This design comes from an exercise in tuning for small area on the open sky130 flow, not from production work.
In this exercise RTL edits were held to simulation tests only and were not proved equivalent to the original.
Power is estimated from default activity; no workload was simulated.

==> flow/design.v <==
`timescale 1ns/1ps
package cpu_pkg;
    localparam int XLEN = 16;
endpackage
`timescale 1ns/1ps
`timescale 1ns/1ps
`timescale 1ns/1ps
`timescale 1ns/1ps
`timescale 1ns/1ps
`timescale 1ns/1ps
`timescale 1ns/1ps
module cpu_top (
    input  logic        clk,
    input  logic        rst,
    input  logic [15:0] instr_in,
    input  logic [15:0] pmem_data_in,
    output logic [15:0] pc,
    output logic [15:0] pmem_data_out,
    output logic [15:0] pmem_addr_out,
    output logic        pmem_write
);
    logic [4:0]  cnt;
    logic        clr;       
    logic [15:0] rf [8];
    logic [15:0] pcr;
    logic [15:1] ar;
    logic [15:1] dr;
    logic [3:0]  sreg;
    logic        cy;
    logic        ncy;
    logic        zf;
    always_ff @(posedge clk or posedge rst) begin
        if (rst) begin
            cnt <= '0;
            clr <= 1'b1;
        end else begin
            cnt <= cnt + 5'd1;
            if (cnt == 5'd31) clr <= 1'b0;
        end
    end
    wire       w2 = cnt[4];
    wire [3:0] t  = cnt[3:0];
    wire       c15 = !w2 && (t == 4'd15);
    wire [1:0] cls  = instr_in[15:14];
    wire       form = instr_in[13];
    wire [2:0] op   = instr_in[12:10];
    wire [2:0] dst  = instr_in[9:7];
    wire [2:0] rs1  = instr_in[6:4];
    wire [2:0] rs2  = instr_in[3:1];
    wire [3:0] imm  = instr_in[3:0];
    wire is_alu   = (cls == 2'b01);
    wire is_jump  = (cls == 2'b10);
    wire is_load  = (cls == 2'b00) && (op == 3'd0);
    wire is_store = (cls == 2'b00) && (op == 3'd1);
    wire use_imm  = form || is_store;
    wire is_sub   = is_alu && ((op == 3'd1) || (op == 3'd7));
    wire is_shl   = is_alu && (op == 3'd5);
    wire is_shr   = is_alu && (op == 3'd6);
    wire [2:0] rs2sel = is_store ? dst : rs2;
    wire rd1 = rf[rs1][0];
    wire rd2 = rf[rs2sel][0];
    logic immbit;
    always_comb begin
        case (t)
            4'd0:    immbit = imm[0];
            4'd1:    immbit = imm[1];
            4'd2:    immbit = imm[2];
            default: immbit = imm[3];
        endcase
    end
    wire b = use_imm ? immbit : rd2;
    wire bx   = b ^ is_sub;
    wire cin  = (t == 4'd0) ? is_sub : cy;
    wire sum  = rd1 ^ bx ^ cin;
    wire cout = (rd1 & bx) | (cin & (rd1 ^ bx));
    wire lt   = (rd1 ^ b) ? rd1 : sum;
    always_ff @(posedge clk) cy <= c15 ? lt : cout;
    always_ff @(posedge clk) begin
        if (!w2 && (t < 4'd4)) sreg <= {rd2, sreg[3:1]};
    end
    wire [3:0]  s   = form ? imm : sreg;
    wire [3:0]  k   = is_shl ? (4'd0 - s) : s;
    wire [15:0] drx = {dr, rd1};
    wire        tap = drx[k];
    wire dr_in = w2 ? (is_shl && rd1) : (!is_shl && (is_shr ? rd1 : rd2));
    wire cap   = is_load && w2 && (t == 4'd0);
    always_ff @(posedge clk) begin
        if (cap) dr <= pmem_data_in[15:1];
        else     dr <= {dr_in, dr[15:2]};
    end
    logic res;
    always_comb begin
        case (op)
            3'd0, 3'd1: res = sum;
            3'd2:       res = rd1 & b;
            3'd3:       res = rd1 | b;
            3'd4:       res = rd1 ^ b;
            3'd5, 3'd6: res = tap;
            default:    res = (t == 4'd0) && cy;
        endcase
    end
    wire ldbit = (t == 4'd0) ? pmem_data_in[0] : dr[1];
    wire wd    = is_load ? ldbit : res;
    wire we    = w2 && (is_alu || is_load);
    always_ff @(posedge clk) begin
        for (int i = 0; i < 8; i++) begin
            rf[i] <= {(clr || (we && (dst == 3'(i)))) ? (wd && !clr) : rf[i][0], rf[i][15:1]};
        end
    end
    wire zero_now = ((t == 4'd0) || zf) && !rd1;
    logic cond;
    always_comb begin
        case (op)
            3'd1:    cond = 1'b1;
            3'd2:    cond = zero_now;
            3'd3:    cond = !zero_now;
            3'd4:    cond = rd1;
            default: cond = 1'b0;
        endcase
    end
    wire take_live = is_jump && cond;
    always_ff @(posedge clk) begin
        if (!w2) zf <= (t == 4'd15) ? take_live : zero_now;
    end
    wire take = c15 ? take_live : zf;
    wire [15:0] pcrot = {pcr[0], pcr[15:1]};
    wire        pcbit = pcrot[t];
    logic nimm;
    always_comb begin
        case (t)
            4'd15:   nimm = imm[0];
            4'd0:    nimm = imm[1];
            4'd1:    nimm = imm[2];
            default: nimm = imm[3];
        endcase
    end
    wire addend = take && form && nimm;
    wire ncin   = c15 ? !take : ncy;
    wire nsum   = pcbit ^ addend ^ ncin;
    wire ncout  = (pcbit & addend) | (ncin & (pcbit ^ addend));
    wire npc_bit = !clr && ((take && !form) ? dr[1] : nsum);
    always_ff @(posedge clk) ncy <= ncout;
    wire ar_in = (!w2 && (t != 4'd15)) ? sum : npc_bit;
    always_ff @(posedge clk) begin
        ar <= {ar_in, ar[15:2]};
        if (cnt == 5'd30) pcr <= {npc_bit, ar};
    end
    assign pc            = pcr;
    assign pmem_addr_out = {sum, ar};
    assign pmem_data_out = {rd2, dr};
    assign pmem_write    = !clr && c15 && is_store;
endmodule
==> flow/flow/run.sh <==
#!/bin/bash
# The standard layout (standard.sh) with two changes:
#  - port buffers are plain buf_1 cells
#  - clock tree built from small clock buffers, without dummy loads
export BUFFER_PORTS_ARGS="-buffer_cell sky130_fd_sc_hd__buf_1"
export CTS_ARGS="-sink_clustering_enable -repair_clock_nets -buf_list sky130_fd_sc_hd__clkbuf_8 -root_buf sky130_fd_sc_hd__clkbuf_8 -sink_clustering_size 20 -sink_clustering_max_diameter 60 -dont_use_dummy_load"
bash standard.sh > standard.log 2>&1
==> flow/standard.sh <==
#!/bin/bash
# synth_recipe.tcl (not shown) runs the flow's synth.tcl, then flattens the netlist and writes it again
# the make line also repeats each setting of config.mk as NAME=value (left out here)
make -C /OpenROAD-flow-scripts/flow DESIGN_CONFIG=/design/flow/config.mk WORK_HOME=/design/flow/orfs CLKGATE_MAP_FILE= SYNTH_SCRIPT=/design/flow/synth_recipe.tcl "${@:-finish}"
==> flow/config.mk <==
export PLATFORM = sky130hd
export DESIGN_NAME = cpu_top
export DESIGN_NICKNAME = cpu_top
export VERILOG_FILES = /design/flow/design.v
export SDC_FILE = /design/flow/constraint.sdc
export NUM_CORES = 4
export LEC_CHECK = 0
export CAP_MARGIN = 20
export CORE_MARGIN = 2
export CORE_UTILIZATION = 40
export SLEW_MARGIN = 20
==> flow/constraint.sdc <==
create_clock -name core_clock -period 10.0 [get_ports {clk}]
set_input_delay 2.0000 -clock core_clock [delete_from_list [all_inputs] [get_ports {clk}]]
set_output_delay 2.0000 -clock core_clock [all_outputs]
set_load 0.01 [all_outputs]
==> results of run 1 <==
[layer usage]
layer  wire length, µm  share of wire (%)
met5                 0                  0
met3               717                6.9
met1              4813                 46
met4               198                1.9
met2              4650                 45
[power groups by stage]
stage	combinational [mW]	clock (mW)	sequential, mW
after global placement	0.0717	0	0.814
after global routing	0.0806	0.405	0.801
after floorplan	0.0383	0	0.819
after detailed placement	0.0723	0	0.816
final	0.0721	0.360	0.798
after CTS	0.0728	0.376	0.799
[metrics by stage]
step                      util [%]  cell area [µm²]
final                        45.93             6400
after global routing         45.93             6400
after CTS                    45.93             6400
after detailed placement     44.25             6166
after global placement       44.25             6166
after floorplan                  -             5707
[worst max-delay path by stage]
| stage | start | to | slack (ns) | cells past startpoint |
|---|---|---|---|---|
| global route | instr_in[11] | pmem_addr_out[15] | 2.51 | 11 |
| CTS | instr_in[11] | pmem_addr_out[15] | 2.72 | 11 |
| finish | instr_in[11] | pmem_addr_out[15] | 2.74 | 11 |
| detailed placement | instr_in[11] | pmem_addr_out[15] | 2.71 | 11 |
| floorplan | instr_in[11] | pmem_addr_out[15] | 3.30 | 11 |
| global placement | instr_in[11] | pmem_addr_out[15] | 2.84 | 11 |
[area by class of cell]
type	instances	area (µm²)	share of cell area, %
clock buffer	17	234.0	3.656
inverter	17	63.81	0.9971
multi-input combinational	221	1584	24.75
sequential	187	3985	62.27
tap	180	225.2	3.519
timing repair buffer	82	307.8	4.809
[synth_stat cells (3+ instances only)]
cell and number:
a21oi_1 8, inv_1 16, nand2_1 58, edfxtp_1 21, xor2_1 3, o211ai_1 3
mux2i_1 11, buf_4 4, o21ai_0 16, mux4_2 9, or3_1 4, dfrtp_1 5
dfxtp_1 160, nand3_1 13, nand2b_1 3, xnor2_1 3, nor2_1 18, ha_1 10
and2_1 3, clkbuf_1 5, nor3_1 8, nor4_1 3, and3_1 4, o31ai_1 5
a32oi_1 3
[cell families (layout without fill, tap and decap cells)]
logic type      count (synthesis)  count (layout)  share of synthesized area [%]
xor+xnor                        6               6                         0.9210
simple gates                  125             125                          10.66
flops                         187             187                          69.83
buf+inv                        30             116                          2.412
fa+ha+maj                      12              12                          2.894
mux                            24              24                          6.709
compound gates                 54              54                          6.578
[state kept, by name, indices dropped and copies added, names as in the netlist]
signal  cells
ar         15
sreg        4
cy          1
pcr        16
clr         1
zf          1
ncy         1
cnt         5
rf        128
dr         15
==> metrics.yaml, run 1 <==
run_status:
  status: "finished clean"
setup_path:
  cp.arrival_ns: 5.26
  crit_type: "in -> out"
  crit_slowest_cell: "or4b_4"
  critPathLaunchType: "primary input"
  end_kind: "output port"
  crit_chain: "buf_1, or4b_4, nor2_8, mux2i_2, mux2i_1, a32oi_1, a32o_1, xnor2_1, fa_1, inv_1, buf_1"
  required_ns: 8.00
  crit_family: "simple AND/OR/NAND/NOR gates"
  worstPathMaxFanout: 19
  timing.rr.end: "rf[1][15]"
  rr_worst_depth: 15
  r2r_start: "cnt[0]"
  r2r_slack_ns: 6.03
  slowest_delay_ns: 0.68
  critPathBufInv: 3
  crit_top_cell: "buf_1"
global_routing:
  busiest_layer: "met2"
  track_usage_pct: 14.45
  met1_usage_pct: 18.84
  gr-total-overflow: 0
  use_met3_pct: 5.535
  grt_pass1_wl_mm: 16.21
  antenna_found_initial: 0
  gr-usage-met2_pct: 21.39
  grt_max_degree: 20
  grt_pass1_vias: 3198
cts:
  clock_latency_ns: 0.44
  cts_made_buffers: 17
  cts_root_buf: "clkbuf_8"
  htreeDepth: 4
  ctsHoldBuffers: 0
  path_clk_slew_ns: 0.08
  ctsResizeCount: 0
  postCtsSetupRepairBufs: 0
  cts_tree: "built"
  cts_buffer_depth: 2
  cts_sinks: 187
finish:
  mostFrequentLayoutCells: "dfxtp_1 (160), buf_1 (82), nand2_1 (58)"
  finalNonFillerCells: 704
  diodes: 0
  fin_nets: 572
  drive_gt1_share_pct: 7.061
  layout_commonest_cell: "dfxtp_1"
  fillCellCount: 1298
  syn_to_final_growth_pct: 12.15
power:
  power.switching_mw: 0.2695
  clockPowerShare_pct: 29.3
  seq_power_share_pct: 64.9
  p_sw_share_pct: 21.90
  cellLeakagePower_nw: 2.506
  irDropWorstVdd_mv: 0.1334
  finalPower_mw: 1.231
  cellPowerDensity_nw_per_um2: 192.3
  internal_power_mw: 0.9612
  comb_power_share_pct: 5.9
place:
  post-place-cells: 687
  place_congestion: 0.8681
  hpwl_mm: 7.369
  portBuffers: 82
  dp_slack_ns: 2.714
sta:
  final_max_slew_viol_count: 0
  skew_ns: 0.02248
  hold_violations: 0
  setup_viol: 0
  period_needed_ns: 7.265
  period_share_pct: 72.65
  setup_tns_ns: 0
  relSlewSlack_pct: 49.83
  setup_slack_ns: 2.735
  worst_pin_slew_ns: 0.7526
  rsz0062_at_grt: "false"
  whs_ns: 0.3126
  max_freq_mhz: 137.7
yosys:
  netlist_instances: 438
  yosys_register_bits: 187
  synth_top_area_share_pct: 56.13
  async_reset_ff_share_pct: 3.209
  ys.flop_type: "dfxtp_1"
  yosysSeqAreaShare_pct: 69.83
  syn_nets: 484
  avgSynthCellArea_um2: 13.03
  synth_edf_count: 21
  yosys_warnings: 2
  synth_top_cell_by_area: "dfxtp_1"
  ys_types: 59
  netlist_area_um2: 5707
  synth_area_leaders: "dfxtp_1 (56%), edfxtp_1 (11%), nand2_1 (3.8%), mux4_2 (3.6%), dfrtp_1 (2.2%)"
floorplan:
  die_area_um2: 15240
  fp-row-count: 43
  die_y_um: 123.4
  die_x_um: 123.4
  io_pins: 83
  core_area_um2: 13930
  initial_utilization_pct: 40.95
detailed_routing:
  drc_errors: 0
  drt-total-wl_mm: 10.38
  drtIter0Drc: 177
  dr.pass1.iters: 5
  avgRoutedWirePerCell_um: 14.74
  vias: 3430
  postRouteAntennaNets: 0
  drt-vias-per-instance: 4.872
min_path:
  min_from: "rf[6][10]"
  hold_depth: 0
  holdPathEnd: "rf[6][9]"
  holdCritPathClass: "reg -> reg"
job:
  cap_violations: 0
==> inputs of run 2 (changes only) <==
--- a/flow/config.mk
+++ b/flow/config.mk
@@ -8,4 +8,4 @@
 export CAP_MARGIN = 20
 export CORE_MARGIN = 2
-export CORE_UTILIZATION = 40
+export CORE_UTILIZATION = 65
 export SLEW_MARGIN = 20
==> run 2 against run 1 <==
Register-to-register slack gained 0.04 ns. Setup slack lost 0.025 ns. Non-clock buffer count is the same. Largest cell class unchanged. Global-route usage grew 8.8 points. Critical endpoint unchanged. Wire length grew 0.77%. Combinational power grew 0.7%. Sequential power is essentially flat. Clock power is essentially flat. Synthesized cell count is the same. Synthesized area is the same. Clock skew grew 0.029 ns.
==> metrics.yaml, run 2 <==
run_status:
  status: "finished clean"  # unchanged
power:
  finalPower_mw: 1.234  # was 1.231 mW
  irDropWorstVdd_mv: 0.1663  # was 0.1334 mV
  cellLeakagePower_nw: 2.506  # unchanged
  cellPowerDensity_nw_per_um2: 195.6  # was 192.3 nW/µm²
cts:
  cts_root_buf: "clkbuf_8"  # unchanged
  ctsResizeCount: 0  # unchanged
  clock_latency_ns: 0.45  # was 0.44 ns
  cts_tree: "built"  # unchanged
  path_clk_slew_ns: 0.12  # was 0.08 ns
  cts_buffer_depth: 2  # unchanged
  ctsHoldBuffers: 0  # unchanged
  htreeDepth: 4  # unchanged
  postCtsSetupRepairBufs: 0  # unchanged
  cts_made_buffers: 17  # unchanged
  cts_sinks: 187  # unchanged
yosys:
  post-synth-top-count-cell: "dfxtp_1"  # unchanged
  avgSynthCellArea_um2: 13.03  # unchanged
  netlist_area_um2: 5707  # unchanged
  yosysSeqAreaShare_pct: 69.83  # unchanged
  ys.flop_type: "dfxtp_1"  # unchanged
  syn_nets: 484  # unchanged
  ys_types: 59  # unchanged
  netlist_instances: 438  # unchanged
  synth_common_cells: "dfxtp_1 (160), nand2_1 (58), edfxtp_1 (21), nor2_1 (18)"  # unchanged
  async_reset_ff_share_pct: 3.209  # unchanged
  synth_area_leaders: "dfxtp_1 (56%), edfxtp_1 (11%), nand2_1 (3.8%), mux4_2 (3.6%), dfrtp_1 (2.2%)"  # unchanged
  yosys_register_bits: 187  # unchanged
  yosys_warnings: 2  # unchanged
  synth_top_area_share_pct: 56.13  # unchanged
  synth_edf_count: 21  # unchanged
  synth_top_cell_by_area: "dfxtp_1"  # unchanged
setup_path:
  end_kind: "output port"  # unchanged
  cp.arrival_ns: 5.29  # was 5.26 ns
  crit_chain: "buf_1, or4b_4, nor2_8, mux2i_2, mux2i_1, a32oi_1, a32o_1, xnor2_1, fa_1, inv_1, buf_1"  # unchanged
  slowest_delay_ns: 0.68  # about the same
  crit_slowest_cell: "or4b_4"  # unchanged
  required_ns: 8.00  # about the same
  crit_top_cell: "buf_1"  # unchanged
  critPathLaunchType: "primary input"  # unchanged
  critPathBufInv: 3  # unchanged
  crit_type: "in -> out"  # unchanged
  crit_family: "simple AND/OR/NAND/NOR gates"  # unchanged
  worstPathMaxFanout: 19  # unchanged
detailed_routing:
  vias: 3540  # was 3430
  postRouteAntennaNets: 0  # unchanged
  drc_errors: 0  # unchanged
  drt-total-wl_mm: 10.46  # was 10.38 mm
  avgRoutedWirePerCell_um: 16.55  # was 14.74 µm
  drt-vias-per-instance: 5.601  # was 4.872
  drtIter0Drc: 130  # was 177
  dr.pass1.iters: 5  # unchanged
floorplan:
  fp-row-count: 34  # was 43
  die_area_um2: 9545  # was 15240 µm²
  die_y_um: 97.70  # was 123.4 µm
  die_x_um: 97.70  # was 123.4 µm
  core_area_um2: 8636  # was 13930 µm²
  initial_utilization_pct: 66.08  # was 40.95%
  io_pins: 83  # unchanged
finish:
  diodes: 0  # unchanged
  mostFrequentLayoutCells: "dfxtp_1 (160), buf_1 (82), nand2_1 (58)"  # unchanged
  fin_nets: 572  # unchanged
  regMostFlops: "rf"  # unchanged
  layout_commonest_cell: "dfxtp_1"  # unchanged
  drive_gt1_share_pct: 7.061  # unchanged
  syn_to_final_growth_pct: 10.57  # was 12.15%
  register_area_um2: 3985  # unchanged
  largest_reg_flops: 128  # unchanged
  largestRegisters: "rf x128, pcr x16"  # unchanged
  final_area_um2: 6310  # was 6400 µm²
  fillCellCount: 596  # was 1298
  multi_input_area_um2: 1584  # unchanged
sta:
  hold_violations: 0  # unchanged
  relSlewSlack_pct: 50.37  # was 49.83%
  whs_ns: 0.2867  # was 0.3126 ns
  period_needed_ns: 7.290  # was 7.265 ns
  period_share_pct: 72.90  # was 72.65%
  setup_slack_ns: 2.710  # was 2.735 ns
  setup_tns_ns: 0  # unchanged
  worst_pin_slew_ns: 0.7445  # was 0.7526 ns
  skew_ns: 0.05168  # was 0.02248 ns
  setup_viol: 0  # unchanged
  max_freq_mhz: 137.2  # was 137.7 MHz
  final_max_slew_viol_count: 0  # unchanged
  rsz0062_at_grt: "false"  # unchanged
global_routing:
  gr-total-overflow: 0  # unchanged
  grt_pass1_wl_mm: 17.33  # was 16.21 mm
  grt_max_degree: 25  # was 20
  antenna_found_initial: 0  # unchanged
  track_usage_pct: 23.30  # was 14.45%
  grt_pass1_vias: 3477  # was 3198
place:
  dp_slack_ns: 2.733  # was 2.714 ns
  post_dp_cell_area_um2: 6076  # was 6166 µm²
  portBuffers: 82  # unchanged
  place_congestion: 0.9406  # was 0.8681
  hpwl_mm: 7.290  # was 7.369 mm
job:
  cap_violations: 0  # unchanged
min_path:
  holdCritPathClass: "reg -> reg"  # unchanged
run 2: layout make-up:
type / instances / share of cell area, %
well taps: 108 / 2.142
repair buffers: 82 / 4.878
inverters: 17 / 1.011
flip-flops and latches: 187 / 63.16
multi-input cells: 221 / 25.10
clock buffers: 17 / 3.708
run 2: routing by layer:
| layer | track usage (%) | share of wire, % | vias up |
|---|---|---|---|
| met5 | 0 | 0 | - |
| met4 | 8.440 | 2.3 | 0 |
| met3 | 8.129 | 7.0 | 24 |
| met2 | 35.86 | 47 | 140 |
| met1 | 31.08 | 44 | 1694 |
| li1 | - | - | 1682 |
run 2: cells by family (layout without fill, tap and decap cells):
| family | after synthesis | count (layout) | share of synthesized area, % |
|---|---|---|---|
| compound gates | 54 | 54 | 6.578 |
| simple gates | 125 | 125 | 10.66 |
| buf+inv | 30 | 116 | 2.412 |
| flops | 187 | 187 | 69.83 |
| fa+ha+maj | 12 | 12 | 2.894 |
| mux | 24 | 24 | 6.709 |
| xor+xnor | 6 | 6 | 0.9210 |
run 2: power by group:
part | switching (mW) | total [mW] | internal [mW]
registers | 0.0144 | 0.798 | 0.784
logic | 0.0452 | 0.0726 | 0.0274
clock network | 0.213 | 0.363 | 0.151
run 2: path summary, 6_finish.rpt:
kind                              start                 to  slack [ns]  depth (start not counted)
max                        instr_in[11]  pmem_addr_out[15]        2.71                         11
max reg2reg                      cnt[0]          rf[0][15]        6.07                         15
min                           rf[0][15]          rf[0][14]        0.29                          0
min reg2reg                   rf[0][15]          rf[0][14]        0.29                          0
max in group asynchronous           rst                clr        8.25                          2
min in group asynchronous           rst             cnt[1]        1.46                          2
run 2: worst register-to-register path: stages (launching register included):
cell	delay, ns
dfrtp_1	0.59
inv_1	0.15
ha_1	0.29
o21ai_0	0.27
o21ai_0	0.20
a21oi_1	0.18
a32o_1	0.20
xnor2_1	0.11
fa_1	0.59
nor2_1	0.07
nor2_1	0.11
a32oi_1	0.06
o21ai_0	0.29
nand2_1	0.11
o21ai_2	0.33
o21ai_0	0.21
run 2: metrics by stage:
step           util, %  instances
2_1_floorplan        -        438
3_3_place_gp     70.36        615
3_5_place_dp     70.36        615
4_1_cts          73.07        632
5_1_grt          73.07        632
6_report         73.07        632
==> inputs of run 3 (changes only) <==
==> flow/flow/run.sh (replaced) <==
#!/bin/bash
# The standard layout (standard.sh) with two changes:
#  - port buffers are plain buf_1 cells
#  - clock tree built from small clock buffers, without dummy loads
export BUFFER_PORTS_ARGS="-buffer_cell sky130_fd_sc_hd__buf_1"
export CTS_ARGS="-sink_clustering_enable -repair_clock_nets -buf_list sky130_fd_sc_hd__clkbuf_8 -root_buf sky130_fd_sc_hd__clkbuf_8 -sink_clustering_size 30 -sink_clustering_max_diameter 100 -dont_use_dummy_load"
bash standard.sh > standard.log 2>&1
==> run 3 against run 2 <==
Still clean. Design area stayed put. Clock skew stayed put. Cell count stayed put. Global-route usage stayed put. Largest power group unchanged. Power stayed put. Sequential share of layout area stayed put. Core utilization stayed put. Clock-buffer cell count stayed put. Maximum frequency stayed put.
==> metrics.yaml, run 3 <==
setup_path:
  rr_worst_depth: 15  # unchanged
  crit_top_cell: "buf_1"  # unchanged
  timing.rr.end: "rf[0][15]"  # unchanged
  cp_num_cells: 11  # unchanged
  crit_chain: "buf_1, or4b_4, nor2_8, mux2i_2, mux2i_1, a32oi_1, a32o_1, xnor2_1, fa_1, inv_1, buf_1"  # unchanged
  worstPathMaxFanout: 19  # unchanged
  r2r_slack_ns: 6.07  # about the same
  required_ns: 8.00  # about the same
  critPathLaunchType: "primary input"  # unchanged
  crit_family: "simple AND/OR/NAND/NOR gates"  # unchanged
  crit_slowest_cell: "or4b_4"  # unchanged
  cp.arrival_ns: 5.29  # about the same
  critPathBufInv: 3  # unchanged
  slowest_delay_ns: 0.68  # about the same
  r2r_start: "cnt[0]"  # unchanged
  end_kind: "output port"  # unchanged
  crit_type: "in -> out"  # unchanged
finish:
  finalNonFillerCells: 632  # unchanged
  mostFrequentLayoutCells: "dfxtp_1 (160), buf_1 (82), nand2_1 (58)"  # unchanged
  layout_commonest_cell: "dfxtp_1"  # unchanged
  diodes: 0  # unchanged
  largest_reg_flops: 128  # unchanged
  largestRegisters: "rf x128, pcr x16"  # unchanged
  regMostFlops: "rf"  # unchanged
  syn_to_final_growth_pct: 10.57  # unchanged
  drive_gt1_share_pct: 7.061  # unchanged
  fin_nets: 572  # unchanged
floorplan:
  initial_utilization_pct: 66.08  # unchanged
  die_x_um: 97.70  # unchanged
  io_pins: 83  # unchanged
  fp-row-count: 34  # unchanged
  die_y_um: 97.70  # unchanged
  core_area_um2: 8636  # unchanged
  die_area_um2: 9545  # unchanged
cts:
  cts_sinks: 187  # unchanged
  htreeDepth: 4  # unchanged
  cts_buffer_depth: 2  # unchanged
  cts_made_buffers: 17  # unchanged
  path_clk_slew_ns: 0.12  # about the same
  cts_root_buf: "clkbuf_8"  # unchanged
  postCtsSetupRepairBufs: 0  # unchanged
  cts_tree: "built"  # unchanged
  ctsResizeCount: 0  # unchanged
  ctsHoldBuffers: 0  # unchanged
  clock_latency_ns: 0.45  # about the same
min_path:
  hold_depth: 0  # unchanged
  holdPathEnd: "rf[0][14]"  # unchanged
  min_from: "rf[0][15]"  # unchanged
  holdCritPathClass: "reg -> reg"  # unchanged
yosys:
  ys_types: 59  # unchanged
  syn_nets: 484  # unchanged
  yosys_warnings: 2  # unchanged
  yosys_register_bits: 187  # unchanged
  synth_top_area_share_pct: 56.13  # unchanged
  synth_edf_count: 21  # unchanged
  synth_area_leaders: "dfxtp_1 (56%), edfxtp_1 (11%), nand2_1 (3.8%), mux4_2 (3.6%), dfrtp_1 (2.2%)"  # unchanged
  netlist_instances: 438  # unchanged
  ys.flop_type: "dfxtp_1"  # unchanged
  synth_common_cells: "dfxtp_1 (160), nand2_1 (58), edfxtp_1 (21), nor2_1 (18)"  # unchanged
  avgSynthCellArea_um2: 13.03  # unchanged
  post-synth-top-count-cell: "dfxtp_1"  # unchanged
  yosysSeqAreaShare_pct: 69.83  # unchanged
  synth_top_cell_by_area: "dfxtp_1"  # unchanged
  async_reset_ff_share_pct: 3.209  # unchanged
  netlist_area_um2: 5707  # unchanged
sta:
  setup_viol: 0  # unchanged
  hold_violations: 0  # unchanged
  skew_ns: 0.05168  # unchanged
  final_max_slew_viol_count: 0  # unchanged
  period_needed_ns: 7.290  # unchanged
  rsz0062_at_grt: "false"  # unchanged
  relSlewSlack_pct: 50.37  # unchanged
  worst_pin_slew_ns: 0.7445  # unchanged
  max_freq_mhz: 137.2  # unchanged
  setup_tns_ns: 0  # unchanged
  period_share_pct: 72.90  # unchanged
  whs_ns: 0.2867  # unchanged
detailed_routing:
  avgRoutedWirePerCell_um: 16.55  # unchanged
  drc_errors: 0  # unchanged
  vias: 3540  # unchanged
  drt-total-wl_mm: 10.46  # unchanged
  drtIter0Drc: 130  # unchanged
  dr.pass1.iters: 5  # unchanged
  drt-vias-per-instance: 5.601  # unchanged
  postRouteAntennaNets: 0  # unchanged
global_routing:
  grt_pass1_vias: 3477  # unchanged
  grt_pass1_wl_mm: 17.33  # unchanged
  grt_max_degree: 25  # unchanged
  track_usage_pct: 23.30  # unchanged
  gr-total-overflow: 0  # unchanged
  antenna_found_initial: 0  # unchanged
place:
  place_congestion: 0.9406  # unchanged
  hpwl_mm: 7.290  # unchanged
  portBuffers: 82  # unchanged
  post-place-cells: 615  # unchanged
power:
  cellLeakagePower_nw: 2.506  # unchanged
  cellPowerDensity_nw_per_um2: 195.6  # unchanged
  irDropWorstVdd_mv: 0.1663  # unchanged
job:
  cap_violations: 0  # unchanged
run_status:
  status: "finished clean"  # unchanged
## run 3: cell counts after synthesis
Identical to the previous run, type by type.
## run 3: kinds of logic after synthesis
kind of cell             share of synthesized area [%]
XOR/XNOR                                        0.9210
multiplexers                                     6.709
AO/OA/AOI/OAI                                    6.578
AND/OR/NAND/NOR                                  10.66
flip-flops                                       69.83
adder cells (fa/ha/maj)                          2.894
buffers and inverters                            2.412
## run 3: cell type report
cell class                 instances  area, µm²
fill                             596       2326
clock buffer                      17      234.0
inverter                          17      63.81
timing repair buffer              82      307.8
sequential                       187       3985
tap                              108      135.1
multi-input combinational        221       1584
## run 3: worst max-delay path by stage
stage | from | end | slack, ns
detailed placement | instr_in[11] | pmem_addr_out[15] | 2.73
global route | instr_in[11] | pmem_addr_out[15] | 2.48
global placement | instr_in[11] | pmem_addr_out[15] | 2.86
floorplan | instr_in[11] | pmem_addr_out[15] | 3.30
finish | instr_in[11] | pmem_addr_out[15] | 2.71
CTS | instr_in[11] | pmem_addr_out[15] | 2.73
## run 3: power by group
part           switching [mW]  internal, mW
clock network           0.213         0.151
registers              0.0144         0.784
logic                  0.0452        0.0274
## run 3: per-stage QoR
| stage | utilization, % | setup WS [ns] | power, mW | cell area (µm²) |
|---|---|---|---|---|
| 2_1_floorplan | - | 3.297 | 0.8572 | 5707 |
| 3_3_place_gp | 70.36 | 2.862 | 0.8842 | 6076 |
| 3_5_place_dp | 70.36 | 2.733 | 0.8872 | 6076 |
| 4_1_cts | 73.07 | 2.734 | 1.244 | 6310 |
| 5_1_grt | 73.07 | 2.481 | 1.283 | 6310 |
| 6_report | 73.07 | 2.710 | 1.234 | 6310 |
## run 3: per-layer routing
metal  global-route usage (%)  up-vias  routed length, µm
met5                        0        -                  0
li1                         -     1682                  -
met3                    8.129       24                727
met4                    8.440        0                236
met1                    31.08     1694               4623
met2                    35.86      140               4871
==> inputs of run 4 (changes only) <==
==> flow/run.sh (new file) <==
#!/bin/bash
# synth_recipe.tcl (not shown) runs the flow's synth.tcl, then flattens the netlist and writes it again
# the make line also repeats each setting of config.mk as NAME=value (left out here)
make -C /OpenROAD-flow-scripts/flow DESIGN_CONFIG=/design/flow/config.mk WORK_HOME=/design/flow/orfs CLKGATE_MAP_FILE= SYNTH_SCRIPT=/design/flow/synth_recipe.tcl finish
--- a/flow/config.mk
+++ b/flow/config.mk
@@ -8,4 +8,4 @@
 export CAP_MARGIN = 20
 export CORE_MARGIN = 2
-export CORE_UTILIZATION = 65
+export CORE_UTILIZATION = 40
 export SLEW_MARGIN = 20
removed: flow/flow/run.sh
removed: flow/standard.sh
==> run 4 against run 3 <==
Via count fell by 2.3%. Cell count rose by 14%. Critical path type unchanged. Synthesized cell count did not move. Combinational power rose by 42%. Die area rose by 60%. Setup slack got worse by 0.81 ns. Still clean. Worst hold slack improved by 0.036 ns. Wire length rose by 5.8%. Flip-flop and latch count did not move. Non-clock buffer count did not move. Sequential power barely moved.
==> metrics.yaml, run 4 <==
run_status:
  status: "finished clean"  # unchanged
min_path:
  holdCritPathClass: "reg -> reg"  # unchanged
  min_from: "rf[4][15]"  # was rf[0][15]
cts:
  clock_latency_ns: 0.42  # was 0.45 ns
  cts_sinks: 187  # unchanged
  cts_tree: "built"  # unchanged
  path_clk_slew_ns: 0.07  # was 0.12 ns
  htreeDepth: 4  # unchanged
  postCtsSetupRepairBufs: 0  # unchanged
  ctsResizeCount: 0  # unchanged
  cts_buffer_depth: 2  # unchanged
  cts_made_buffers: 17  # unchanged
  ctsHoldBuffers: 0  # unchanged
  cts_root_buf: "clkbuf_16"  # was clkbuf_8
yosys:
  yosys_warnings: 2  # unchanged
  post-synth-top-count-cell: "dfxtp_1"  # unchanged
  synth_common_cells: "dfxtp_1 (160), nand2_1 (58), edfxtp_1 (21), nor2_1 (18)"  # unchanged
  yosysSeqAreaShare_pct: 69.83  # unchanged
  async_reset_ff_share_pct: 3.209  # unchanged
  avgSynthCellArea_um2: 13.03  # unchanged
  synth_top_area_share_pct: 56.13  # unchanged
  yosys_register_bits: 187  # unchanged
  synth_area_leaders: "dfxtp_1 (56%), edfxtp_1 (11%), nand2_1 (3.8%), mux4_2 (3.6%), dfrtp_1 (2.2%)"  # unchanged
  synth_edf_count: 21  # unchanged
  syn_nets: 484  # unchanged
  synth_top_cell_by_area: "dfxtp_1"  # unchanged
  ys_types: 59  # unchanged
  netlist_instances: 438  # unchanged
  netlist_area_um2: 5707  # unchanged
  ys.flop_type: "dfxtp_1"  # unchanged
sta:
  period_needed_ns: 8.102  # was 7.290 ns
  max_freq_mhz: 123.4  # was 137.2 MHz
  setup_slack_ns: 1.898  # was 2.710 ns
  rsz0062_at_grt: "false"  # unchanged
  hold_violations: 0  # unchanged
  worst_pin_slew_ns: 0.7671  # was 0.7445 ns
  period_share_pct: 81.02  # was 72.90%
  setup_viol: 0  # unchanged
  skew_ns: 0.009055  # was 0.05168 ns
  relSlewSlack_pct: 48.86  # was 50.37%
  setup_tns_ns: 0  # unchanged
  final_max_slew_viol_count: 0  # unchanged
  whs_ns: 0.3231  # was 0.2867 ns
setup_path:
  worstSetupEndpoint: "pmem_addr_out[15]"  # unchanged
  crit_start: "instr_in[11]"  # unchanged
  crit_slowest_cell: "clkdlybuf4s50_1"  # was or4b_4
  critPathLaunchType: "primary input"  # unchanged
  r2r_slack_ns: 5.95  # was 6.07 ns
  crit_top_cell: "clkdlybuf4s50_1"  # was buf_1
  rr_worst_depth: 15  # unchanged
  slowest_delay_ns: 0.74  # was 0.68 ns
  worstPathMaxFanout: 19  # unchanged
  cp.arrival_ns: 6.10  # was 5.29 ns
  end_kind: "output port"  # unchanged
  required_ns: 8.00  # about the same
  crit_type: "in -> out"  # unchanged
  crit_chain: "clkdlybuf4s50_1, or4b_4, nor2_8, mux2i_2, mux2i_1, a32oi_1, a32o_1, xnor2_1, fa_1, inv_1, clkdlybuf4s50_1"  # was buf_1, or4b_4, nor2_8, mux2i_2, mux2i_1, a32oi_1, a32o_1, xnor2_1, fa_1, inv_1, buf_1
  r2r_start: "cnt[0]"  # unchanged
  timing.rr.end: "rf[6][15]"  # was rf[0][15]
place:
  portBuffers: 82  # unchanged
  place_congestion: 0.8765  # was 0.9406
  post-place-cells: 687  # was 615
  hpwl_mm: 7.684  # was 7.290 mm
  dp_slack_ns: 1.917  # was 2.733 ns
  post_dp_cell_area_um2: 6679  # was 6076 µm²
power:
  internal_power_mw: 1.214  # was 0.9617 mW
  seq_power_share_pct: 51.4  # was 64.7%
  irDropWorstVdd_mv: 0.1246  # was 0.1663 mV
  clockPowerShare_pct: 42.0  # was 29.5%
  cellPowerDensity_nw_per_um2: 213.7  # was 195.6 nW/µm²
  p_sw_share_pct: 21.82  # was 22.06%
  cellLeakagePower_nw: 2.884  # was 2.506 nW
  comb_power_share_pct: 6.6  # was 5.9%
  power.switching_mw: 0.3388  # was 0.2722 mW
  finalPower_mw: 1.553  # was 1.234 mW
floorplan:
  core_area_um2: 13930  # was 8636 µm²
  fp-row-count: 43  # was 34
  die_area_um2: 15240  # was 9545 µm²
  initial_utilization_pct: 40.95  # was 66.08%
  die_y_um: 123.4  # was 97.70 µm
  io_pins: 83  # unchanged
  die_x_um: 123.4  # was 97.70 µm
global_routing:
  use_met3_pct: 4.751  # was 8.129%
  gr-total-overflow: 0  # unchanged
  busiest_layer: "met2"  # unchanged
  grt_pass1_wl_mm: 17.48  # was 17.33 mm
  met1_usage_pct: 19.89  # was 31.08%
  grt_pass1_vias: 3398  # was 3477
  antenna_found_initial: 0  # unchanged
  track_usage_pct: 15.45  # was 23.30%
  gr-usage-met2_pct: 24.14  # was 35.86%
  grt_max_degree: 20  # was 25
finish:
  syn_to_final_growth_pct: 27.32  # was 10.57%
  largest_reg_flops: 128  # unchanged
  finalNonFillerCells: 718  # was 632
  final_area_um2: 7266  # was 6310 µm²
  mostFrequentLayoutCells: "dfxtp_1 (160), clkdlybuf4s50_1 (82), nand2_1 (58)"  # was dfxtp_1 (160), buf_1 (82), nand2_1 (58)
  final_core_util_pct: 52.14  # was 73.07%
  regMostFlops: "rf"  # unchanged
  fin_nets: 572  # unchanged
  diodes: 0  # unchanged
  drive_gt1_share_pct: 9.480  # was 7.061%
  layout_commonest_cell: "dfxtp_1"  # unchanged
  largestRegisters: "rf x128, pcr x16"  # unchanged
detailed_routing:
  drt-vias-per-instance: 4.818  # was 5.601
  dr.pass1.iters: 4  # was 5
  avgRoutedWirePerCell_um: 15.41  # was 16.55 µm
  drt-total-wl_mm: 11.06  # was 10.46 mm
  vias: 3459  # was 3540
  postRouteAntennaNets: 0  # unchanged
  drtIter0Drc: 129  # was 130
  drc_errors: 0  # unchanged
job:
  cap_violations: 0  # unchanged
## run 4: cell types whose count changed in the layout (fill, tap and decap cells not counted)
cell,before,now
clkdlybuf4s50_1,0,82
inv_8,0,2
bufinv_16,0,1
clkinvlp_4,0,3
clkinv_4,0,1
clkbuf_16,0,17
clkinv_2,0,1
buf_1,82,0
clkbuf_8,17,4
inv_6,0,2
## run 4: power groups by stage
stage / registers [mW] / clock network (mW) / logic (mW)
CTS: 0.799 / 0.670 / 0.104
detailed placement: 0.816 / 0 / 0.103
global route: 0.801 / 0.702 / 0.111
finish: 0.799 / 0.651 / 0.103
global placement: 0.815 / 0 / 0.102
floorplan: 0.819 / 0 / 0.0383
## run 4: cell type report
type / instances / area (µm²)
Tap cell: 180 / 225.2
Inverter: 17 / 63.81
Clock buffer: 21 / 480.5
Multi-Input combinational cell: 221 / 1584
Fill cell: 1188 / 6669
Sequential cell: 187 / 3985
Clock inverter: 10 / 106.4
Timing Repair Buffer: 82 / 820.8
## run 4: layer usage
layer	vias to the layer above	wire length, µm
met5	-	0
met4	0	148
met3	11	598
met2	77	5158
met1	1669	5157
li1	1702	-
## run 4: worst min-delay path by stage
stage	endpoint	depth (start not counted)
detailed placement	rf[4][3]	0
floorplan	rf[0][0]	0
global placement	rf[6][7]	0
CTS	rf[4][14]	0
finish	rf[4][14]	0
global route	rf[2][14]	0
## run 4: cell families after synthesis
group	share of synthesized area, %
DFF	69.83
buffers and inverters	2.412
xor gates and xnor gates	0.9210
muxes	6.709
AOI/OAI and AO/OA	6.578
and+or+nand+nor	10.66
adders and majority gates	2.894
## run 4: critical path, delay by kind of cell
family / cells / cell delay, ns
compound gates: 2 / 0.43
xor+xnor: 1 / 0.23
fa+ha+maj: 1 / 0.50
buf+inv: 3 / 1.42
mux: 2 / 0.63
simple gates: 2 / 0.88
==> inputs of run 5 (changes only) <==
==> flow/flow/run.sh (new file) <==
#!/bin/bash
# The standard layout (standard.sh) with three changes:
#  - ABC maps the logic with the area-oriented script flow/abc.script
#    (a copy of ORFS's scripts folder with only that script replaced)
#  - port buffers are plain buf_1 cells
#  - clock tree built from small clock buffers, without dummy loads
set -e
rm -rf scripts
cp -r "$FLOW_HOME/scripts" scripts
cp flow/abc.script scripts/abc_speed.script
cp flow/abc.script scripts/abc_area.script
export SCRIPTS_DIR="$PWD/scripts"
export BUFFER_PORTS_ARGS="-buffer_cell sky130_fd_sc_hd__buf_1"
export CTS_ARGS="-sink_clustering_enable -repair_clock_nets -buf_list sky130_fd_sc_hd__clkbuf_8 -root_buf sky130_fd_sc_hd__clkbuf_8 -sink_clustering_size 20 -sink_clustering_max_diameter 60 -dont_use_dummy_load"
bash standard.sh > standard.log 2>&1
==> flow/flow/abc.script (new file) <==
strash
&get -n
&dch -f
&nf -R 1000 -p
&put
==> flow/standard.sh (new file) <==
#!/bin/bash
# synth_recipe.tcl (not shown) runs the flow's synth.tcl, then flattens the netlist and writes it again
# the make line also repeats each setting of config.mk as NAME=value (left out here)
make -C /OpenROAD-flow-scripts/flow DESIGN_CONFIG=/design/flow/config.mk WORK_HOME=/design/flow/orfs CLKGATE_MAP_FILE= SYNTH_SCRIPT=/design/flow/synth_recipe.tcl "${@:-finish}"
--- a/flow/config.mk
+++ b/flow/config.mk
@@ -8,4 +8,4 @@
 export CAP_MARGIN = 20
 export CORE_MARGIN = 2
-export CORE_UTILIZATION = 40
+export CORE_UTILIZATION = 65
 export SLEW_MARGIN = 20
removed: flow/run.sh
==> run 5 against run 4 <==
Register-to-register slack worse by 0.04 ns. Via count down 7.4%. Synthesized cell count down 14%. Global-route usage up 11 points. Highest routed layer unchanged. Flip-flop and latch count unchanged. Wire length down 1.8%. Core utilization up 23 points. Power down 23%. Synthesized area down 4.3%. Worst hold slack worse by 0.036 ns. First-iteration DRC count up 73%. Combinational power down 57%.
==> metrics.yaml, run 5 <==
run_status:
  status: "finished clean"  # unchanged
place:
  post_dp_cell_area_um2: 5897  # was 6679 µm²
  hpwl_mm: 7.171  # was 7.684 mm
  place_congestion: 0.8718  # was 0.8765
  portBuffers: 82  # unchanged
finish:
  drive_gt1_share_pct: 6.342  # was 9.480%
  largest_reg_flops: 128  # unchanged
  syn_to_final_growth_pct: 12.32  # was 27.32%
  diodes: 0  # unchanged
  mostFrequentLayoutCells: "dfxtp_1 (160), buf_1 (82), mux2_1 (24)"  # was dfxtp_1 (160), clkdlybuf4s50_1 (82), nand2_1 (58)
  largestRegisters: "rf x128, pcr x16"  # unchanged
  final_area_um2: 6136  # was 7266 µm²
  layout_commonest_cell: "dfxtp_1"  # unchanged
  fin_nets: 521  # was 572
  regMostFlops: "rf"  # unchanged
yosys:
  post-synth-top-count-cell: "dfxtp_1"  # unchanged
  yosysSeqAreaShare_pct: 72.95  # was 69.83%
  synth_edf_count: 21  # unchanged
  synth_top_area_share_pct: 58.63  # was 56.13%
  netlist_area_um2: 5463  # was 5707 µm²
  async_reset_ff_share_pct: 3.209  # unchanged
  ys.flop_type: "dfxtp_1"  # unchanged
  yosys_register_bits: 187  # unchanged
  yosys_warnings: 2  # unchanged
  synth_top_cell_by_area: "dfxtp_1"  # unchanged
  netlist_instances: 375  # was 438
  synth_common_cells: "dfxtp_1 (160), mux2_1 (24), edfxtp_1 (21), nand2_1 (17), nor2_1 (17)"  # was dfxtp_1 (160), nand2_1 (58), edfxtp_1 (21), nor2_1 (18)
  avgSynthCellArea_um2: 14.57  # was 13.03 µm²
  synth_area_leaders: "dfxtp_1 (59%), edfxtp_1 (12%), mux2_1 (4.9%), mux4_2 (3.7%), mux2i_1 (2.6%)"  # was dfxtp_1 (56%), edfxtp_1 (11%), nand2_1 (3.8%), mux4_2 (3.6%), dfrtp_1 (2.2%)
  ys_types: 38  # was 59
  syn_nets: 421  # was 484
power:
  cellLeakagePower_nw: 2.383  # was 2.884 nW
  seq_power_share_pct: 65.5  # was 51.4%
  cellPowerDensity_nw_per_um2: 194.1  # was 213.7 nW/µm²
  internal_power_mw: 0.9390  # was 1.214 mW
  power.switching_mw: 0.2519  # was 0.3388 mW
  irDropWorstVdd_mv: 0.1527  # was 0.1246 mV
  comb_power_share_pct: 3.7  # was 6.6%
  p_sw_share_pct: 21.15  # was 21.82%
  clockPowerShare_pct: 30.8  # was 42.0%
setup_path:
  worstPathMaxFanout: 13  # was 19
  crit_type: "in -> out"  # unchanged
  critPathLaunchType: "primary input"  # unchanged
  cp.arrival_ns: 5.57  # was 6.10 ns
  rr_worst_depth: 14  # was 15
  required_ns: 8.00  # about the same
  end_kind: "output port"  # unchanged
sta:
  setup_viol: 0  # unchanged
  period_needed_ns: 7.573  # was 8.102 ns
  max_freq_mhz: 132.1  # was 123.4 MHz
  period_share_pct: 75.73  # was 81.02%
  relSlewSlack_pct: 41.91  # was 48.86%
  final_max_slew_viol_count: 0  # unchanged
  setup_tns_ns: 0  # unchanged
  worst_pin_slew_ns: 0.8705  # was 0.7671 ns
  skew_ns: 0.05196  # was 0.009055 ns
  hold_violations: 0  # unchanged
  rsz0062_at_grt: "false"  # unchanged
cts:
  clock_latency_ns: 0.46  # was 0.42 ns
  ctsHoldBuffers: 0  # unchanged
  cts_buffer_depth: 2  # unchanged
  cts_root_buf: "clkbuf_8"  # was clkbuf_16
  cts_tree: "built"  # unchanged
  cts_sinks: 187  # unchanged
  postCtsSetupRepairBufs: 0  # unchanged
  ctsResizeCount: 0  # unchanged
  path_clk_slew_ns: 0.10  # was 0.07 ns
  cts_made_buffers: 17  # unchanged
  htreeDepth: 4  # unchanged
global_routing:
  grt_pass1_wl_mm: 17.04  # was 17.48 mm
  gr-total-overflow: 0  # unchanged
  antenna_found_initial: 0  # unchanged
  track_usage_pct: 26.04  # was 15.45%
  grt_max_degree: 22  # was 20
  grt_pass1_vias: 3212  # was 3398
detailed_routing:
  drtIter0Drc: 223  # was 129
  avgRoutedWirePerCell_um: 18.80  # was 15.41 µm
  drt-total-wl_mm: 10.86  # was 11.06 mm
  vias: 3203  # was 3459
  drt-vias-per-instance: 5.542  # was 4.818
  postRouteAntennaNets: 0  # unchanged
  dr.pass1.iters: 4  # unchanged
  drc_errors: 0  # unchanged
floorplan:
  io_pins: 83  # unchanged
  die_y_um: 95.68  # was 123.4 µm
  fp-row-count: 33  # was 43
  core_area_um2: 8175  # was 13930 µm²
  initial_utilization_pct: 66.82  # was 40.95%
  die_area_um2: 9154  # was 15240 µm²
  die_x_um: 95.68  # was 123.4 µm
min_path:
  holdCritPathClass: "reg -> reg"  # unchanged
  hold_depth: 0  # unchanged
job:
  cap_violations: 0  # unchanged
==> run 5: final cells by class <==
| class | instances | area [µm²] |
|---|---|---|
| Sequential cell | 187 | 3985 |
| Fill cell | 501 | 2039 |
| Multi-Input combinational cell | 174 | 1425 |
| Timing Repair Buffer | 83 | 315.3 |
| Clock buffer | 17 | 234.0 |
| Tap cell | 105 | 131.4 |
| Inverter | 12 | 45.04 |
==> run 5: layer usage <==
| layer | GRT usage (%) | share of wire (%) | up-vias |
|---|---|---|---|
| li1 | - | - | 1511 |
| met1 | 32.64 | 42 | 1542 |
| met2 | 41.84 | 49 | 124 |
| met3 | 6.403 | 6.0 | 26 |
| met4 | 13.81 | 3.2 | 0 |
| met5 | 0 | 0 | - |
==> run 5: kinds of logic after synthesis <==
family | share of synthesized area, %
AOI/OAI and AO/OA | 4.283
and+or+nand+nor | 6.619
adders and majority gates | 3.023
muxes | 11.22
DFF | 72.95
xor gates and xnor gates | 0.8016
buffers and inverters | 1.099
==> run 5: path summary, 6_finish.rpt <==
| check | to | slack (ns) | start |
|---|---|---|---|
| min | rf[6][2] | 0.29 | rf[6][3] |
| min reg2reg | rf[6][2] | 0.29 | rf[6][3] |
| max in group asynchronous | clr | 8.31 | rst |
| max | pmem_addr_out[15] | 2.43 | instr_in[12] |
| max reg2reg | rf[2][15] | 5.91 | cnt[0] |
| min in group asynchronous | cnt[0] | 1.40 | rst |
==> run 5: critical path, stage by stage <==
cell	delay [ns]
buf_1	0.23
nor3b_1	0.47
nand2_1	0.25
mux2i_1	0.37
mux2_1	0.37
nand2_1	0.07
o21ai_0	0.12
mux2_1	0.38
a21oi_1	0.32
xnor2_1	0.16
fa_1	0.57
clkinv_1	0.10
buf_1	0.14
==> run 5: per-stage QoR <==
stage	std cells	hold slack [ns]	power (mW)	setup WS [ns]	utilization, %
4_1_cts	578	0.2919	1.198	2.452	74.99
6_report	578	0.2872	1.191	2.427	75.05
5_1_grt	578	0.2916	1.228	2.131	75.05
2_1_floorplan	375	0.3096	0.8171	3.208	-
3_3_place_gp	561	0.3126	0.8367	2.661	72.10
3_5_place_dp	561	0.3121	0.8393	2.482	72.13
==> run 5: power groups by stage <==
stage	registers (mW)	logic (mW)	clock network, mW
3_5_place_dp	0.796	0.0428	0
5_1_grt	0.781	0.0485	0.399
4_1_cts	0.780	0.0437	0.374
2_1_floorplan	0.798	0.0192	0
6_report	0.780	0.0439	0.367
3_3_place_gp	0.795	0.0415	0
==> inputs of run 6 (changes only) <==
--- a/flow/design.v
+++ b/flow/design.v
@@ -28,5 +28,4 @@
     logic [3:0]  sreg;
     logic        cy;
-    logic        ncy;
     logic        zf;
     always_ff @(posedge clk or posedge rst) begin
@@ -70,4 +69,5 @@
     end
     wire b = use_imm ? immbit : rd2;
+    wire sel_alu = !w2 && (t != 4'd15);
     wire bx   = b ^ is_sub;
     wire cin  = (t == 4'd0) ? is_sub : cy;
@@ -75,10 +75,10 @@
     wire cout = (rd1 & bx) | (cin & (rd1 ^ bx));
     wire lt   = (rd1 ^ b) ? rd1 : sum;
-    always_ff @(posedge clk) cy <= c15 ? lt : cout;
+    wire nz_prev = (t != 4'd0) && zf;
+    wire nz_now  = nz_prev || (is_jump ? rd1 : b);
     always_ff @(posedge clk) begin
-        if (!w2 && (t < 4'd4)) sreg <= {rd2, sreg[3:1]};
+        if (!w2 && (t < 4'd4)) sreg <= {b ^ (is_shl && nz_prev), sreg[3:1]};
     end
-    wire [3:0]  s   = form ? imm : sreg;
-    wire [3:0]  k   = is_shl ? (4'd0 - s) : s;
+    wire [3:0]  k   = sreg;
     wire [15:0] drx = {dr, rd1};
     wire        tap = drx[k];
@@ -89,18 +89,18 @@
         else     dr <= {dr_in, dr[15:2]};
     end
-    logic res;
+    logic res1;
     always_comb begin
         case (op)
-            3'd0, 3'd1: res = sum;
-            3'd2:       res = rd1 & b;
-            3'd3:       res = rd1 | b;
-            3'd4:       res = rd1 ^ b;
-            3'd5, 3'd6: res = tap;
-            default:    res = (t == 4'd0) && cy;
+            3'd2:    res1 = rd1 & b;
+            3'd3:    res1 = rd1 | b;
+            3'd4:    res1 = rd1 ^ b;
+            default: res1 = sum;
         endcase
     end
+    wire late  = op[2] && (op[1] || op[0]);
     wire ldbit = (t == 4'd0) ? pmem_data_in[0] : dr[1];
-    wire wd    = is_load ? ldbit : res;
-    wire we    = w2 && (is_alu || is_load);
+    wire res2  = (op == 3'd7) ? ((t == 4'd0) && zf) : tap;
+    wire wd    = w2 ? (is_load ? ldbit : res2) : res1;
+    wire we    = w2 ? (is_load || (is_alu && late)) : (is_alu && !late);
     always_ff @(posedge clk) begin
         for (int i = 0; i < 8; i++) begin
@@ -108,5 +108,5 @@
         end
     end
-    wire zero_now = ((t == 4'd0) || zf) && !rd1;
+    wire zero_now = !nz_now;
     logic cond;
     always_comb begin
@@ -121,7 +121,7 @@
     wire take_live = is_jump && cond;
     always_ff @(posedge clk) begin
-        if (!w2) zf <= (t == 4'd15) ? take_live : zero_now;
+        if (!w2) zf <= (t == 4'd15) ? (is_alu ? lt : take_live) : nz_now;
     end
-    wire take = c15 ? take_live : zf;
+    wire take = is_jump && (c15 ? cond : zf);
     wire [15:0] pcrot = {pcr[0], pcr[15:1]};
     wire        pcbit = pcrot[t];
@@ -136,10 +136,10 @@
     end
     wire addend = take && form && nimm;
-    wire ncin   = c15 ? !take : ncy;
+    wire ncin   = c15 ? !take : cy;
     wire nsum   = pcbit ^ addend ^ ncin;
     wire ncout  = (pcbit & addend) | (ncin & (pcbit ^ addend));
     wire npc_bit = !clr && ((take && !form) ? dr[1] : nsum);
-    always_ff @(posedge clk) ncy <= ncout;
-    wire ar_in = (!w2 && (t != 4'd15)) ? sum : npc_bit;
+    always_ff @(posedge clk) cy <= sel_alu ? cout : ncout;
+    wire ar_in = sel_alu ? sum : npc_bit;
     always_ff @(posedge clk) begin
         ar <= {ar_in, ar[15:2]};
==> run 6 against run 5 <==
Clock-buffer cell count unchanged. Die area decreased by 1.6%. Worst hold slack improved by 0.026 ns. Clock power decreased by 3%. Sequential share of layout area increased by 0.65 points. Design area decreased by 1.5%. Via count decreased by 2.5%. Global-route usage decreased by 2.9 points. Combinational power increased by 13%. Flip-flop and latch count decreased by 1.
==> metrics.yaml, run 6 <==
yosys:
  post-synth-top-count-cell: "dfxtp_1"  # unchanged
  syn_nets: 406  # was 421
  netlist_instances: 361  # was 375
  synth_top_area_share_pct: 59.25  # was 58.63%
  yosys_warnings: 2  # unchanged
  ys.flop_type: "dfxtp_1"  # unchanged
  yosysSeqAreaShare_pct: 73.80  # was 72.95%
  avgSynthCellArea_um2: 14.88  # was 14.57 µm²
  ys_types: 38  # unchanged
  synth_top_cell_by_area: "dfxtp_1"  # unchanged
  synth_edf_count: 21  # unchanged
  netlist_area_um2: 5373  # was 5463 µm²
  synth_area_leaders: "dfxtp_1 (59%), edfxtp_1 (12%), mux2_1 (5.2%), mux4_2 (4.2%), dfrtp_1 (2.3%)"  # was dfxtp_1 (59%), edfxtp_1 (12%), mux2_1 (4.9%), mux4_2 (3.7%), mux2i_1 (2.6%)
  synth_common_cells: "dfxtp_1 (159), mux2_1 (25), edfxtp_1 (21), nand2_1 (15)"  # was dfxtp_1 (160), mux2_1 (24), edfxtp_1 (21), nand2_1 (17), nor2_1 (17)
  yosys_register_bits: 186  # was 187
  async_reset_ff_share_pct: 3.226  # was 3.209%
cts:
  cts_root_buf: "clkbuf_8"  # unchanged
  cts_buffer_depth: 2  # unchanged
  ctsHoldBuffers: 0  # unchanged
  cts_made_buffers: 17  # unchanged
  htreeDepth: 4  # unchanged
  ctsResizeCount: 0  # unchanged
  postCtsSetupRepairBufs: 0  # unchanged
  clock_latency_ns: 0.44  # was 0.46 ns
  cts_tree: "built"  # unchanged
  cts_sinks: 186  # was 187
  path_clk_slew_ns: 0.11  # was 0.10 ns
finish:
  register_area_um2: 3965  # was 3985 µm²
  mostFrequentLayoutCells: "dfxtp_1 (159), buf_1 (82), mux2_1 (25)"  # was dfxtp_1 (160), buf_1 (82), mux2_1 (24)
  drive_gt1_share_pct: 6.536  # was 6.342%
  fin_nets: 506  # was 521
  largest_reg_flops: 128  # unchanged
  layout_commonest_cell: "dfxtp_1"  # unchanged
  largestRegisters: "rf x128, pcr x16"  # unchanged
  fillCellCount: 543  # was 501
  diodes: 0  # unchanged
  multi_input_area_um2: 1361  # was 1425 µm²
  final_area_um2: 6045  # was 6136 µm²
  syn_to_final_growth_pct: 12.51  # was 12.32%
  regMostFlops: "rf"  # unchanged
place:
  post_dp_cell_area_um2: 5804  # was 5897 µm²
  place_congestion: 0.8976  # was 0.8718
  hpwl_mm: 6.999  # was 7.171 mm
  portBuffers: 82  # unchanged
setup_path:
  required_ns: 8.00  # about the same
  end_kind: "output port"  # unchanged
  crit_type: "in -> out"  # unchanged
  crit_top_cell: "buf_1"
  slowest_delay_ns: 0.60  # was 0.57 ns
  crit_slowest_cell: "fa_1"  # unchanged
  rr_worst_depth: 16  # was 14
  r2r_slack_ns: 5.51  # was 5.91 ns
  critPathLaunchType: "primary input"  # unchanged
  crit_chain: "buf_1, nor3b_1, nand2_1, mux2i_1, mux4_2, nor2_1, o21ai_0, a21oi_1, xor2_1, fa_1, buf_1"  # was buf_1, nor3b_1, nand2_1, mux2i_1, mux2_1, nand2_1, o21ai_0, mux2_1, a21oi_1, xnor2_1, fa_1, clkinv_1, buf_1
  worstPathMaxFanout: 12  # was 13
  cp.arrival_ns: 5.59  # was 5.57 ns
sta:
  setup_viol: 0  # unchanged
  relSlewSlack_pct: 49.78  # was 41.91%
  worst_pin_slew_ns: 0.7512  # was 0.8705 ns
  hold_violations: 0  # unchanged
  final_max_slew_viol_count: 0  # unchanged
  rsz0062_at_grt: "false"  # unchanged
  period_share_pct: 75.93  # was 75.73%
  setup_tns_ns: 0  # unchanged
  max_freq_mhz: 131.7  # was 132.1 MHz
  period_needed_ns: 7.593  # was 7.573 ns
  skew_ns: 0.04836  # was 0.05196 ns
global_routing:
  grt_pass1_wl_mm: 15.28  # was 17.04 mm
  grt_pass1_vias: 3119  # was 3212
  grt_max_degree: 23  # was 22
  track_usage_pct: 23.13  # was 26.04%
  gr-total-overflow: 0  # unchanged
  antenna_found_initial: 0  # unchanged
detailed_routing:
  postRouteAntennaNets: 0  # unchanged
  drt-total-wl_mm: 9.950  # was 10.86 mm
  avgRoutedWirePerCell_um: 17.64  # was 18.80 µm
  vias: 3122  # was 3203
  dr.pass1.iters: 4  # unchanged
  drt-vias-per-instance: 5.535  # was 5.542
  drc_errors: 0  # unchanged
  drtIter0Drc: 140  # was 223
power:
  irDropWorstVdd_mv: 0.1459  # was 0.1527 mV
  cellPowerDensity_nw_per_um2: 197.8  # was 194.1 nW/µm²
  cellLeakagePower_nw: 2.331  # was 2.383 nW
floorplan:
  core_area_um2: 8093  # was 8175 µm²
  io_pins: 83  # unchanged
  die_area_um2: 9009  # was 9154 µm²
  initial_utilization_pct: 66.39  # was 66.82%
  die_y_um: 94.92  # was 95.68 µm
  fp-row-count: 33  # unchanged
  die_x_um: 94.92  # was 95.68 µm
min_path:
  hold_depth: 0  # unchanged
  holdCritPathClass: "reg -> reg"  # unchanged
job:
  cap_violations: 0  # unchanged
run_status:
  status: "finished clean"  # unchanged
run 6: changes by cell type in the layout (fill, tap and decap cells not counted), moves of 3 or more:
cell	before	now
a31oi_1	2	8
mux2i_1	14	8
nor2_1	16	11
a221oi_1	0	3
a41oi_1	3	0
nand2b_1	3	0
nor2b_1	3	6
run 6: through the flow:
stage	worst slack (ns)	power, mW	std cells	util [%]	hold WS (ns)
after floorplan	3.219	0.8285	361	-	0.3096
after global placement	2.626	0.8513	547	71.72	0.3113
after detailed placement	2.466	0.8543	547	71.72	0.3128
after CTS	2.479	1.204	564	74.61	0.3132
after global routing	2.104	1.240	564	74.69	0.3164
final	2.407	1.195	564	74.69	0.3131
run 6: path summary, 6_finish.rpt:
check	startpoint	endpoint
worst max register to register	cnt[0]	ar[15]
worst min-delay path	rf[7][2]	rf[7][1]
worst max-delay path	instr_in[12]	pmem_addr_out[15]
max in group asynchronous	rst	clr
min in group asynchronous	rst	cnt[0]
worst min register to register	rf[7][2]	rf[7][1]
run 6: layout make-up:
class / count / area share, %
Sequential cell: 186 / 65.60
Multi-Input combinational cell: 163 / 22.52
Timing Repair Buffer: 83 / 5.216
Clock buffer: 17 / 3.871
Tap cell: 105 / 2.173
Inverter: 10 / 0.6210
run 6: kinds of logic (layout without fill, tap and decap cells):
group                    after synthesis  in the layout  synth area share [%]
AO/OA/AOI/OAI                         46             46                 5.194
XOR/XNOR                               5              5                0.8152
adder cells (fa/ha/maj)               11             11                 2.841
buffers and inverters                 12            110                0.9781
flip-flops                           186            186                 73.80
multiplexers                          43             43                 10.92
AND/OR/NAND/NOR                       58             58                 5.450
run 6: per-layer routing:
layer	global-route usage, %	vias up	part of all wire, %
met5	0	-	0
met4	10.51	0	2.1
met3	8.061	21	7.0
met2	35.34	121	47
met1	29.88	1521	44
li1	-	1459	-
run 6: report_power, final:
group | internal [mW] | total, mW | switching (mW)
logic | 0.0193 | 0.0495 | 0.0303
registers | 0.777 | 0.788 | 0.0118
clock network | 0.151 | 0.357 | 0.207
run 6: worst max-delay path: cells and delay by family:
kind / cells / cell delay [ns]
adders and majority gates: 1 / 0.60
xor gates and xnor gates: 1 / 0.17
muxes: 2 / 0.96
AOI/OAI and AO/OA: 2 / 0.57
and+or+nand+nor: 3 / 0.89
buffers and inverters: 2 / 0.40
==> inputs of run 7 (changes only) <==
==> flow/flow/run.sh (replaced) <==
#!/bin/bash
# The standard layout (standard.sh) with these changes:
#  - ABC maps all the logic, full adders included (no ADDER_MAP_FILE), with
#    the area-oriented script flow/abc.script (in a copy of ORFS's scripts
#    folder where only the ABC scripts are replaced)
#  - port buffers are plain buf_1 cells
#  - clock tree built from clkbuf_8 cells, without dummy loads
# Every tool's output is in standard.log and in orfs/logs.
set -e
rm -rf scripts
cp -r "$FLOW_HOME/scripts" scripts
cp flow/abc.script scripts/abc_speed.script
cp flow/abc.script scripts/abc_area.script
export SCRIPTS_DIR="$PWD/scripts"
export ADDER_MAP_FILE=
export BUFFER_PORTS_ARGS="-buffer_cell sky130_fd_sc_hd__buf_1"
export CTS_ARGS="-sink_clustering_enable -repair_clock_nets -buf_list sky130_fd_sc_hd__clkbuf_8 -root_buf sky130_fd_sc_hd__clkbuf_8 -sink_clustering_size 20 -sink_clustering_max_diameter 60 -dont_use_dummy_load"
bash standard.sh > standard.log 2>&1
==> flow/flow/abc.script (replaced) <==
strash
&get -n
&dch -f
&nf -R 1000 -p
&put
strash
&get -n
&dch -f
&nf -R 1000 -p
&put
==> run 7 against run 6 <==
Still clean. Design area fell by 1.5%. Non-clock buffer count did not move. Power fell by 0.76%. First-iteration DRC count fell by 9.3%. Cell count rose by 2.5%. Wire length fell by 1.3%. Register-to-register slack improved by 0.26 ns. Synthesized area fell by 1.7%. Critical endpoint unchanged. Largest cell class unchanged. Largest power group unchanged.
==> metrics.yaml, run 7 <==
finish:
  multi_input_area_um2: 1284  # was 1361 µm²
  fillCellCount: 508  # was 543
  mostFrequentLayoutCells: "dfxtp_1 (159), buf_1 (82), nand2_1 (21), a21oi_1 (21), edfxtp_1 (21)"  # was dfxtp_1 (159), buf_1 (82), mux2_1 (25)
  drive_gt1_share_pct: 5.462  # was 6.536%
yosys:
  avgSynthCellArea_um2: 13.98  # was 14.88 µm²
  synth_fa_ha_area_share_pct: 0.1894  # was 2.841%
  yosys_register_bits: 186  # unchanged
  yosys.area_share.simple_pct: 6.512  # was 5.449%
  synth_area_leaders: "dfxtp_1 (60%), edfxtp_1 (12%), mux2_1 (3.4%), mux4_2 (2.6%), dfrtp_1 (2.4%)"  # was dfxtp_1 (59%), edfxtp_1 (12%), mux2_1 (5.2%), mux4_2 (4.2%), dfrtp_1 (2.3%)
  netlist_area_um2: 5284  # was 5373 µm²
  yosys_warnings: 2  # unchanged
  ys.flop_type: "dfxtp_1"  # unchanged
  async_reset_ff_share_pct: 3.226  # unchanged
  synth_top_area_share_pct: 60.24  # was 59.25%
  yosysSeqAreaShare_pct: 75.04  # was 73.80%
  synth_top_family_by_area: "compound AO/OA/AOI/OAI gates"  # was multiplexers
sta:
  period_share_pct: 75.61  # was 75.93%
  final_max_slew_viol_count: 0  # unchanged
  relSlewSlack_pct: 27.66  # was 49.78%
  setup_viol: 0  # unchanged
  skew_ns: 0.03452  # was 0.04836 ns
  setup_tns_ns: 0  # unchanged
  worst_pin_slew_ns: 1.074  # was 0.7512 ns
setup_path:
  crit_slowest_cell: "mux4_2"  # was fa_1
  timing.rr.end: "ar[15]"  # unchanged
  crit_type: "in -> out"  # unchanged
  worstPathMaxFanout: 10  # was 12
  slowest_delay_ns: 0.55  # was 0.60 ns
  r2r_slack_ns: 5.77  # was 5.51 ns
  r2r_start: "cnt[1]"  # was cnt[0]
  required_ns: 8.00  # about the same
global_routing:
  gr-total-overflow: 0  # unchanged
  antenna_found_initial: 0  # unchanged
  track_usage_pct: 24.07  # was 23.13%
  grt_pass1_vias: 3175  # was 3119
power:
  irDropWorstVdd_mv: 0.1533  # was 0.1459 mV
  cellPowerDensity_nw_per_um2: 199.3  # was 197.8 nW/µm²
cts:
  cts_made_buffers: 17  # unchanged
  postCtsSetupRepairBufs: 0  # unchanged
  path_clk_slew_ns: 0.08  # was 0.11 ns
  ctsHoldBuffers: 0  # unchanged
  cts_tree: "built"  # unchanged
min_path:
  min_from: "rf[4][9]"  # was rf[7][2]
floorplan:
  initial_utilization_pct: 67.68  # was 66.39%
  die_x_um: 94.16  # was 94.92 µm
  io_pins: 83  # unchanged
  core_area_um2: 7807  # was 8093 µm²
place:
  place_congestion: 0.8748  # was 0.8976
run_status:
  status: "finished clean"  # unchanged
run 7: cells by family (layout without fill, tap and decap cells):
kind of cell	after synthesis	in the layout
flip-flops	186	186
AO/OA/AOI/OAI	76	76
AND/OR/NAND/NOR	70	70
multiplexers	28	28
buffers and inverters	9	107
XOR/XNOR	8	8
adder cells (fa/ha/maj)	1	1
run 7: final cells by class:
cell class | instances | area share [%]
clock buffer | 17 | 3.931
inverter | 7 | 0.4415
multi-input combinational | 183 | 21.57
sequential | 186 | 66.62
tap | 102 | 2.144
timing repair buffer | 83 | 5.297
run 7: worst max-delay path, delay by kind of cell:
family / cells / cell delay (ns)
xor+xnor: 3 / 0.73
mux: 2 / 0.95
compound gates: 2 / 0.77
simple gates: 3 / 0.71
buf+inv: 2 / 0.39
run 7: routing by layer:
metal  share of wire (%)  wire (µm)  track usage [%]  vias up
met5                   0          0                0        -
met4                 2.0        196            10.27        0
met3                 8.0        782            8.828       20
met2                  47       4618            36.67      132
met1                  43       4226            31.15     1531
li1                    -          -                -     1543
run 7: worst max path at each step:
stage | startpoint | endpoint | slack (ns) | cells past startpoint
floorplan | instr_in[11] | pmem_addr_out[15] | 3.13 | 11
finish | instr_in[11] | pmem_addr_out[15] | 2.44 | 12
CTS | instr_in[11] | pmem_addr_out[15] | 2.48 | 12
global placement | instr_in[11] | pmem_addr_out[15] | 2.63 | 12
detailed placement | instr_in[11] | pmem_addr_out[15] | 2.48 | 12
global route | instr_in[11] | pmem_addr_out[15] | 2.11 | 12
run 7: where the power goes:
| group | leakage (nW) | switching [mW] | internal, mW | total (mW) |
|---|---|---|---|---|
| clock network | 0.122 | 0.205 | 0.150 | 0.356 |
| logic | 0.562 | 0.0278 | 0.0184 | 0.0462 |
| registers | 1.55 | 0.0107 | 0.774 | 0.785 |
run 7: stage by stage:
stage / area [µm²] / instances / worst slack [ns] / power (mW)
floorplan: 5284 / 378 / 3.131 / 0.8243
global placement: 5712 / 561 / 2.630 / 0.8446
detailed placement: 5712 / 561 / 2.482 / 0.8472
CTS: 5946 / 578 / 2.483 / 1.197
global route: 5952 / 578 / 2.110 / 1.231
finish: 5952 / 578 / 2.439 / 1.186

Setup slack of run 7, layout unchanged: 2.439 ns with ideal ports, 2.417 ns with driving cells assumed (clock clkbuf_16, inputs buf_2), 2.417 ns with port delays also shifted by the 0.458 ns mid clock arrival.
